From an optimization exercise on the open Yosys and OpenROAD flow, aimed at a short achievable clock period; shortcuts taken in it are not production practice. For this run, only the layout was checked, not whether the RTL still works. Power figures rest on the tool's default switching activity, not on a simulated workload.

===== design/flow/config.mk =====
export PLATFORM = sky130hd
export DESIGN_NAME = cf_checker_top
export DESIGN_NICKNAME = cf_checker_top
export VERILOG_FILES = /design/flow/design.v
export SDC_FILE = /design/flow/constraint.sdc
export NUM_CORES = 4
export LEC_CHECK = 0
export CAP_MARGIN = 20
export CORE_MARGIN = 2
export CORE_UTILIZATION = 40
export SETUP_SLACK_MARGIN = 5.0
export SLEW_MARGIN = 20
export SYNTH_HIERARCHICAL = 1
export SYNTH_MINIMUM_KEEP_SIZE = 0
export TNS_END_PERCENT = 5

===== design/flow/constraint.sdc =====
create_clock -name core_clock -period 5.6 [get_ports {clk}]
set_input_delay 1.1200 -clock core_clock [delete_from_list [all_inputs] [get_ports {clk}]]
set_output_delay 1.1200 -clock core_clock [all_outputs]
set_load 0.01 [all_outputs]

===== design/flow/design.v =====
`timescale 1ns/1ns
`default_nettype none
package cf_pkg;
   localparam int num_slots   = 2;
   localparam int instr_w     = 32;
   localparam int addr_w      = 32;
   localparam int reg_addr_w  = 5;
   localparam int queue_depth = 4;
   localparam int ptr_w       = 3;    
   localparam int wb_delay    = 2;    
   typedef logic [instr_w-1:0]    instr_t;
   typedef logic [addr_w-1:0]     addr_t;
   typedef logic [reg_addr_w-1:0] reg_addr_t;
   typedef logic [2:0]            isize_t;    
   typedef struct packed {
      instr_t instr;
      addr_t  pc;
      addr_t  next_pc;
      logic   next_pc_valid;    
      logic   taken;
      isize_t isize;
   } cf_entry_t;
   typedef struct packed {
      logic      check;
      reg_addr_t rd;
      addr_t     link;    
   } link_job_t;
   function automatic logic is_branch(input instr_t instr);
      is_branch = instr[6:0] == 7'b1100011;
   endfunction
   function automatic logic is_jal(input instr_t instr);
      is_jal = instr[6:0] == 7'b1101111;
   endfunction
   function automatic logic is_jalr(input instr_t instr);
      is_jalr = instr[6:0] == 7'b1100111;
   endfunction
   function automatic logic is_cf(input instr_t instr);
      is_cf = (instr[6:0] == 7'b1100011) || (instr[6:0] == 7'b1101111) ||
              (instr[6:0] == 7'b1100111);
   endfunction
   function automatic reg_addr_t get_rd(input instr_t instr);
      get_rd = instr[11:7];
   endfunction
   function automatic addr_t dest_offset(input addr_t  pc,
                                         input addr_t  dest,
                                         input instr_t instr,
                                         input logic   taken,
                                         input isize_t isize);
      addr_t offset;
      offset = dest - pc;
      if ((instr[6:0] == 7'b1100011) && !taken)
         offset = offset - addr_t'(isize);
      dest_offset = offset;
   endfunction
endpackage
`default_nettype wire
`timescale 1ns/1ns
`default_nettype none
module cf_slot_decode (
   input  logic [31:0] instr,
   input  logic        is_dup,
   input  logic        taken,
   input  logic        received_kill,
   input  logic        dut_branch_taken,
   output logic        br,       
   output logic        cf,       
   output logic        tk,       
   output logic        fall,     
   output logic        link      
);
   logic lk;
   assign br   = instr[6:0] == 7'b1100011;
   assign lk   = (instr[6:0] == 7'b1101111) || (instr[6:0] == 7'b1100111);
   assign cf   = br || lk;
   assign tk   = is_dup ? (dut_branch_taken || received_kill) : taken;
   assign fall = br && !tk;
   assign link = lk && (instr[11:7] != 5'd0);
endmodule
module cf_inc_hi (
   input  logic [31:3] a,
   output logic [31:3] s
);
   assign s[3] = ~a[3];
   for (genvar i = 4; i < 32; i++) begin : g_inc
      assign s[i] = a[i] ^ (&a[i-1:3]);
   end
endmodule
`default_nettype wire
`timescale 1ns/1ns
`default_nettype none
module cf_add_small #(
   parameter int low = 4
) (
   input  logic [31:0]    a,
   input  logic [low-1:0] b,
   output logic [31:0]    s
);
   logic [low:0] lo;
   assign lo       = {1'b0, a[low-1:0]} + {1'b0, b};
   assign s[low-1:0] = lo[low-1:0];
   for (genvar i = low; i < 32; i++) begin : g_up
      if (i == low) begin : g_first
         assign s[i] = a[i] ^ lo[low];
      end else begin : g_rest
         assign s[i] = a[i] ^ (lo[low] & (&a[i-1:low]));
      end
   end
endmodule
`default_nettype wire
`default_nettype none
module cf_rd_zero (
   input  logic [4:0] rd,
   output logic       z_lo,
   output logic       z_hi
);
   assign z_lo = rd[2:0] == 3'd0;
   assign z_hi = rd[4:3] == 2'd0;
endmodule
`default_nettype wire
`timescale 1ns/1ns
`default_nettype none
module cf_checker_top (
   input  logic                 clk,
   input  logic                 reset_,
   input  logic                 cf_enable,
   input  logic   [cf_pkg::num_slots:1] commit,
   input  cf_pkg::instr_t [cf_pkg::num_slots:1] slot_instr,
   input  cf_pkg::addr_t  [cf_pkg::num_slots:1] slot_pc,
   input  cf_pkg::isize_t [cf_pkg::num_slots:1] slot_isize,
   input  logic   [cf_pkg::num_slots:1] slot_taken,           
   input  logic   [cf_pkg::num_slots:1] slot_is_dup,
   input  logic   [cf_pkg::num_slots:1] slot_received_kill,
   input  logic                 dut_branch_taken,
   input  logic                 rf_write_en,
   input  cf_pkg::reg_addr_t            rf_write_rd,
   input  cf_pkg::addr_t                rf_write_data,
   output logic                 rf_lock,
   output logic                 rf_unlock,
   output logic                 check_done,
   output logic                 err_cf_dest,
   output logic                 err_no_orig,
   output logic                 err_link
);
   logic        c1, found, is_dup, any_commit;
   logic        push, save;
   logic [31:0] ev_instr, ev_pc;
   logic [2:0]  ev_isize;
   logic        ev_taken, ev_isbr;
   logic [2:1]        br, cf, tk, fall, link;
   logic [2:1][3:0]   lo;
   logic [2:1][31:3]  inc;
   logic [2:1][31:0]  g;
   for (genvar s = 1; s <= 2; s++) begin : g_slot
      cf_slot_decode u_dec (
         .instr            (slot_instr[s]),
         .is_dup           (slot_is_dup[s]),
         .taken            (slot_taken[s]),
         .received_kill    (slot_received_kill[s]),
         .dut_branch_taken (dut_branch_taken),
         .br               (br[s]),
         .cf               (cf[s]),
         .tk               (tk[s]),
         .fall             (fall[s]),
         .link             (link[s])
      );
      cf_inc_hi u_inc (.a(slot_pc[s][31:3]), .s(inc[s]));
      assign lo[s]      = {1'b0, slot_pc[s][2:0]} + {1'b0, slot_isize[s]};
      assign g[s][2:0]  = fall[s] ? lo[s][2:0] : slot_pc[s][2:0];
      assign g[s][31:3] = (fall[s] && lo[s][3]) ? inc[s] : slot_pc[s][31:3];
   end
   assign c1         = commit[1] && cf[1];           
   assign found      = c1 || (commit[2] && cf[2]);
   assign is_dup     = c1 ? slot_is_dup[1] : slot_is_dup[2];
   assign any_commit = commit[1] || commit[2];
   assign push       = cf_enable && found && !is_dup;
   assign save       = cf_enable && found && is_dup;
   assign ev_instr = c1 ? slot_instr[1] : slot_instr[2];
   assign ev_pc    = c1 ? slot_pc[1]    : slot_pc[2];
   assign ev_isize = c1 ? slot_isize[1] : slot_isize[2];
   assign ev_taken = c1 ? tk[1] : tk[2];
   assign ev_isbr  = c1 ? br[1] : br[2];
   logic [31:0] q_instr [0:3];
   logic [31:0] q_g     [0:3];
   logic [31:0] q_npc   [0:3];
   logic        q_taken [0:3];
   logic [4:0]  occ;             
   logic        need_patch;      
   logic        held, empty, compare, pop, patch;
   logic [3:0]  wsel, psel;      
   logic [31:0] ev_g;
   assign empty   = occ[0];
   assign compare = held && any_commit;
   assign pop     = compare && !empty;
   assign patch   = any_commit && need_patch;
   for (genvar i = 0; i < 4; i++) begin : g_sel
      assign wsel[i] = push  && (pop ? occ[i+1] : occ[i]);
      if (i < 3) begin : g_p
         assign psel[i] = patch && (pop ? occ[i+2] : occ[i+1]);
      end else begin : g_p3
         assign psel[i] = patch && !pop && occ[4];
      end
   end
   assign ev_g = c1 ? g[1] : g[2];
   always_ff @(posedge clk) begin
      for (int i = 0; i < 4; i++) begin
         if (wsel[i]) begin
            q_instr[i] <= ev_instr;
            q_g[i]     <= ev_g;
            q_npc[i]   <= slot_pc[2];
            q_taken[i] <= ev_taken;
         end else begin
            if (pop && i < 3) begin
               q_instr[i] <= q_instr[i+1];
               q_g[i]     <= q_g[i+1];
               q_npc[i]   <= q_npc[i+1];
               q_taken[i] <= q_taken[i+1];
            end
            if (psel[i])
               q_npc[i] <= slot_pc[1];
         end
      end
   end
   always_ff @(posedge clk) begin
      if (!reset_) begin
         occ        <= 5'b00001;
         need_patch <= 1'b0;
      end else begin
         if (push && !pop)      occ <= {occ[3:0], 1'b0};
         else if (pop && !push) occ <= {1'b0, occ[4:1]};
         if (any_commit) need_patch <= push && !(c1 && commit[2]);
      end
   end
   logic [31:0] d_instr, d_g;
   logic        d_taken, d_isbr;
   always_ff @(posedge clk) begin
      if (!reset_)   held <= 1'b0;
      else if (save) held <= 1'b1;
      else if (compare) held <= 1'b0;
   end
   always_ff @(posedge clk) begin
      if (save) begin
         d_instr <= ev_instr;
         d_g     <= ev_g;
         d_taken <= ev_taken;
         d_isbr  <= ev_isbr;
      end
   end
   logic mism;    
   assign mism = (q_instr[0] != d_instr) || (d_isbr && (q_taken[0] != d_taken));
   logic [31:0] ps, pc2, px, cin_need, cout;
   logic [31:0] ok;
   assign ps  = q_npc[0] ^ ~q_g[0] ^ d_g;
   assign pc2 = {((q_npc[0] & ~q_g[0]) | (q_npc[0] & d_g) | (~q_g[0] & d_g)), 1'b1};
   assign px  = ps ^ pc2;
   assign cin_need = px ^ slot_pc[1];
   assign cout     = (ps & pc2) | (px & ~slot_pc[1]);
   assign ok[0]    = ~cin_need[0];
   for (genvar i = 1; i < 32; i++) begin : g_ok
      assign ok[i] = cin_need[i] == cout[i-1];
   end
   logic       e_mism;
   logic [3:0] e_off;
   always_ff @(posedge clk) begin
      if (!reset_) begin
         check_done  <= 1'b0;
         err_no_orig <= 1'b0;
         e_mism      <= 1'b0;
         e_off       <= '0;
      end else begin
         check_done  <= compare;
         err_no_orig <= compare && empty;
         e_mism      <= pop && mism;
         for (int q = 0; q < 4; q++)
            e_off[q] <= pop && !(&ok[8*q +: 8]);
      end
   end
   assign err_cf_dest = e_mism || (|e_off);
   logic        j0_v, j1_v;
   logic [4:0]  j0_rd, j1_rd;
   logic [31:0] j0_pc, j1_link;
   logic [2:0]  j0_isize;
   logic [31:0] j0_link;
   cf_add_small #(.low(3)) u_add_link (.a(j0_pc), .b(j0_isize), .s(j0_link));
   always_ff @(posedge clk) begin
      if (!reset_) begin
         j0_v <= 1'b0;
         j1_v <= 1'b0;
      end else begin
         j0_v <= cf_enable && (c1 ? link[1] : (commit[2] && link[2]));
         j1_v <= j0_v;
      end
   end
   always_ff @(posedge clk) begin
      j0_rd    <= ev_instr[11:7];
      j0_pc    <= ev_pc;
      j0_isize <= ev_isize;
      j1_rd    <= j0_rd;
      j1_link  <= j0_link;
   end
   logic rd_z_lo, rd_z_hi;
   cf_rd_zero u_rd_zero (.rd(rf_write_rd), .z_lo(rd_z_lo), .z_hi(rd_z_hi));
   assign rf_lock   = j1_v && rf_write_en && !(rd_z_lo && rd_z_hi);
   assign rf_unlock = rf_write_en && !rf_lock;
   always_ff @(posedge clk) begin
      if (!reset_)
         err_link <= 1'b0;
      else
         err_link <= j1_v && (!rf_write_en || (rf_write_rd != j1_rd) ||
                              (rf_write_data != j1_link));
   end
endmodule
`default_nettype wire

===== design/flow/flow/run.sh =====
#!/bin/bash
# Standard ORFS layout with faster port buffers and unrestricted timing repair.
# Each tool's full output stays in orfs/logs; this script's own log is flow_run.log.
set -uo pipefail
exec > flow_run.log 2>&1
bash standard.sh \
   BUFFER_PORTS_ARGS="-buffer_cell sky130_fd_sc_hd__buf_4" \
   MATCH_CELL_FOOTPRINT=0 \
   finish

===== design/flow/standard.sh =====
#!/bin/bash
# synth_recipe.tcl (not shown) runs the flow's synth.tcl, then flattens the netlist and writes it again
# the make line also repeats each setting of config.mk as NAME=value (left out here)
make -C /OpenROAD-flow-scripts/flow DESIGN_CONFIG=/design/flow/config.mk WORK_HOME=/design/flow/orfs CLKGATE_MAP_FILE= SYNTH_SCRIPT=/design/flow/synth_recipe.tcl "${@:-finish}"

==> results.ini <==
[run_status]
status=finished clean

[timing]
final-hold-violation-count=0
tightest_slew_ns=0.834
drv_slew=0
clock_skew_ns=0.0303
slew-limit-headroom=0.442
rsz0062_at_grt=true
min_period_ns=2.85
finalCritPeriodShare=0.510
setup_tns_ns=0
max_freq_mhz=350
setup_viol=0

[grt]
grt_start_max_net_pins=99
grt_util_all_layers=0.216
grt_pass1_vias=18700
gr-total-overflow=0
antenna_found_initial=4
grt_pass1_wl_um=115000

[floorplanning]
die_h_um=264
die_w_um=264
ios=190
row_count=95
core_area_um2=67200
die-area_um2=69900
initial_core_util=0.404

[routing]
drc_errors=0
drt-total-wl_um=82400
firstDrtPassIters=5
drtIter0Drc=2033
vias=19400
vias_per_cell=5.45
wl_per_cell_um=23.1
drtAntennaViolNets=0

[min_path]
hp-class=flop to flop

[placement]
dp.cells=3344
gp_congestion=0.847
port_buffers=189
postPlaceCellArea_um2=29400
hpwl_um=48100

[worst_setup_path]
crit_chain=buf_4, o21a_4, a21oi_1, o21a_4, buf_4, mux2i_1, o21ai_0
r2r_cells=7
rr_endpoint=e_off[3]
crit_cells=7
critPathMaxFanout=25
startpoint=commit[1]
critPathCaptureType=flop
worstPathRequired_ns=5.98
endpoint=q_npc[0][27]
critical-path-top-delay-family=compound AO/OA/AOI/OAI gates
worstSetupPathType=input port to flop
cp.buffers_inverters=2
critPathLaunchType=input port
regToRegStartpoint=d_g[29]
r2r_setup_slack_ns=2.95
arrival_ns=3.23
max_stage_delay_ns=0.57
critPathSlowestCell=o21a_4

[synthesis]
yosys.area.top_type_share=0.503
ys_async_sr_fraction=0
ys_ff_latch=548
synth_area_um2=27100
yosys_warnings=11
synth_area_leader_cell=edfxtp_1
synth_seq_area_share=0.572
syn_area_per_cell_um2=11.4
synth_fp_nets=2641
synth.distinct_cells=67
synth.top_cells.by_area=edfxtp_1 (50%), dfxtp_1 (6.9%), nand2_1 (6.3%)
synth_edf_count=454
synth_ff_type=edfxtp_1
synth.most_common_cell=nand2_1
synthTopCellsByCount=nand2_1 (456), edfxtp_1 (454), o21ai_0 (242)
synth_cells=2371

[cts]
cts_tree=built
h-tree-depth=2
cts-root-buf=clkbuf_16
clk_latency_ns=0.65
path_clk_slew_ns=0.06
cts_buffers=58
clock-sinks=548
cts_buffer_depth=3
ctsHoldBuffers=0

[power]
intPower_uw=6770
clock_power_share=0.433
ir_worst_vdd_v=0.000237
power.leakage_uw=0.0132
seqPwrFrac=0.504
cellPowerDensity_nw_per_um2=264
p_switching_uw=2040
swShare=0.232
comb_power_share=0.062

[finish]
fin_area_um2=33300
final_cells=3560
diodes=0
syn_to_final_growth_pct=22.9
multi_input_area_um2=10800
layout.nets=2907
fill_cells=5825
drive_gt1_frac=0.207
register_area_um2=15500

[run]
max_cap_viol_count=0

## per-stage QoR
| stage | total power (uW) | utilization | setup WS, ns | hold slack (ns) |
|---|---|---|---|---|
| 2_1_floorplan | 4750 | - | 1.95 | 0.310 |
| 3_3_place_gp | 5030 | 0.437 | 1.42 | 0.312 |
| 3_5_place_dp | 5040 | 0.438 | 1.30 | 0.312 |
| 4_1_cts | 8870 | 0.484 | 2.76 | 0.322 |
| 5_1_grt | 9080 | 0.497 | 2.70 | 0.331 |
| 6_report | 8810 | 0.497 | 2.75 | 0.326 |
## per-module statistics from Yosys, one instance, submodules excluded, excerpt
module	area, um2	cells	times used
cf_checker_top	25300	2128	1
cf_inc_hi	512	67	2
cf_rd_zero	13.8	2	1
cf_slot_decode	61.3	12	2
## metal layers
layer  routed length (um)  up-vias  part of all wire  GRT usage
li1                     -     8777                 -          -
met1                33800     9508              0.41      0.302
met2                37900      952              0.46      0.346
met3                 8280      155              0.10     0.0403
met4                 2300        6             0.028     0.0597
met5                   43        -           0.00052          0
## power by group through the flow
stage,combinational (uW),clock (uW),sequential [uW]
3_3_place_gp,499,0,4530
2_1_floorplan,231,0,4520
4_1_cts,535,3890,4450
5_1_grt,592,4040,4450
3_5_place_dp,510,0,4530
6_report,549,3820,4450
## area by class of cell
class,instances,share of cell area
flip-flops and latches,548,0.465
multi-input cells,1532,0.324
repair buffers,317,0.101
clock buffers,71,0.0450
well taps,873,0.0328
inverters,180,0.0205
clock inverters,39,0.0117
## cell families (layout without fill, tap and decap cells)
| family | Yosys count | count (layout) | synth area share |
|---|---|---|---|
| xor+xnor | 182 | 182 | 0.0590 |
| fa+ha+maj | 86 | 86 | 0.0574 |
| buf+inv | 297 | 607 | 0.0474 |
| compound gates | 404 | 404 | 0.0828 |
| simple gates | 685 | 691 | 0.113 |
| flops | 548 | 548 | 0.572 |
| mux | 169 | 169 | 0.0682 |
## cells in the final DEF, fill, tap and decap left out, types with 6 or more instances in the layout
master     count
and3_1        12
nand2_2       11
nand2_4        6
clkinv_2      15
and2_1         8
o21ai_0      208
buf_8         11
clkinv_1       8
buf_12        25
buf_4        230
edfxtp_1     454
nor3_1        14
fa_1          64
mux2i_1      126
mux2i_2        9
ha_1          22
dfxtp_1       94
xor2_1        46
xnor2_1      135
buf_6         22
clkbuf_16     83
nor4_1        11
mux2_4        27
a32o_2        12
nand2_1      440
a32o_1        17
nand4_1       28
a21oi_1       98
nand3_1       18
o21ai_1       28
clkbuf_1      13
a21oi_2       11
nor2_1        83
inv_1        178
## flip-flops by register name (all words and copies together) (netlist names), 3 cells and up
signal and count:
d_g 32, j1_rd 5, q_instr 128, occ 5
j1_link 32, j0_isize 3, q_g 128, j0_rd 5
q_taken 4, j0_pc 32, e_off 4, d_instr 32
q_npc 128
## what timing repair did
item                       4_1_cts  5_1_grt
setup endpoints to repair     1003     1003
buffers inserted                38       24
pin swaps                       53       14
resized for setup              167       58
cloned                          19       25
## how the worst min path moves through the flow
stage / start / to / slack, ns / cells after the start
floorplan: j0_rd[0] / j1_rd[0] / 0.31 / 0
global placement: j0_rd[2] / j1_rd[2] / 0.31 / 0
detailed placement: j0_rd[2] / j1_rd[2] / 0.31 / 0
CTS: j0_rd[2] / j1_rd[2] / 0.32 / 0
global route: j0_rd[0] / j1_rd[0] / 0.33 / 0
finish: j0_rd[2] / j1_rd[2] / 0.33 / 0

==> afterwards: timing with drivers on the ports <==
No port has a modelled driver above. Below, the same layout with a new extraction and two added sets of constraints.
Step 1 assumes that a clkbuf_16 drives the clock port and a buf_2 every other input.
Step 2, shift: input delay + t, output delay - t, t = (earliest + latest rising clock arrival at the registers) / 2. This alone moves slack from input paths to output paths.
Slacks: ideal / step 1 / step 2; pairs: ideal / step 1.
shift t [ns]: 0.695
setup WS [ns]: 2.746 / 2.719 / 2.071
worst hold slack (ns): 0.326 / 0.326 / 0.326
latest minus earliest clock arrival (ns): 0.033 / 0.033
pins driven straight from the clock port: 1
After both steps this run still meets setup and hold. For this run, drivers alone change the setup slack by -0.027 ns; drivers and shift together by -0.675 ns.
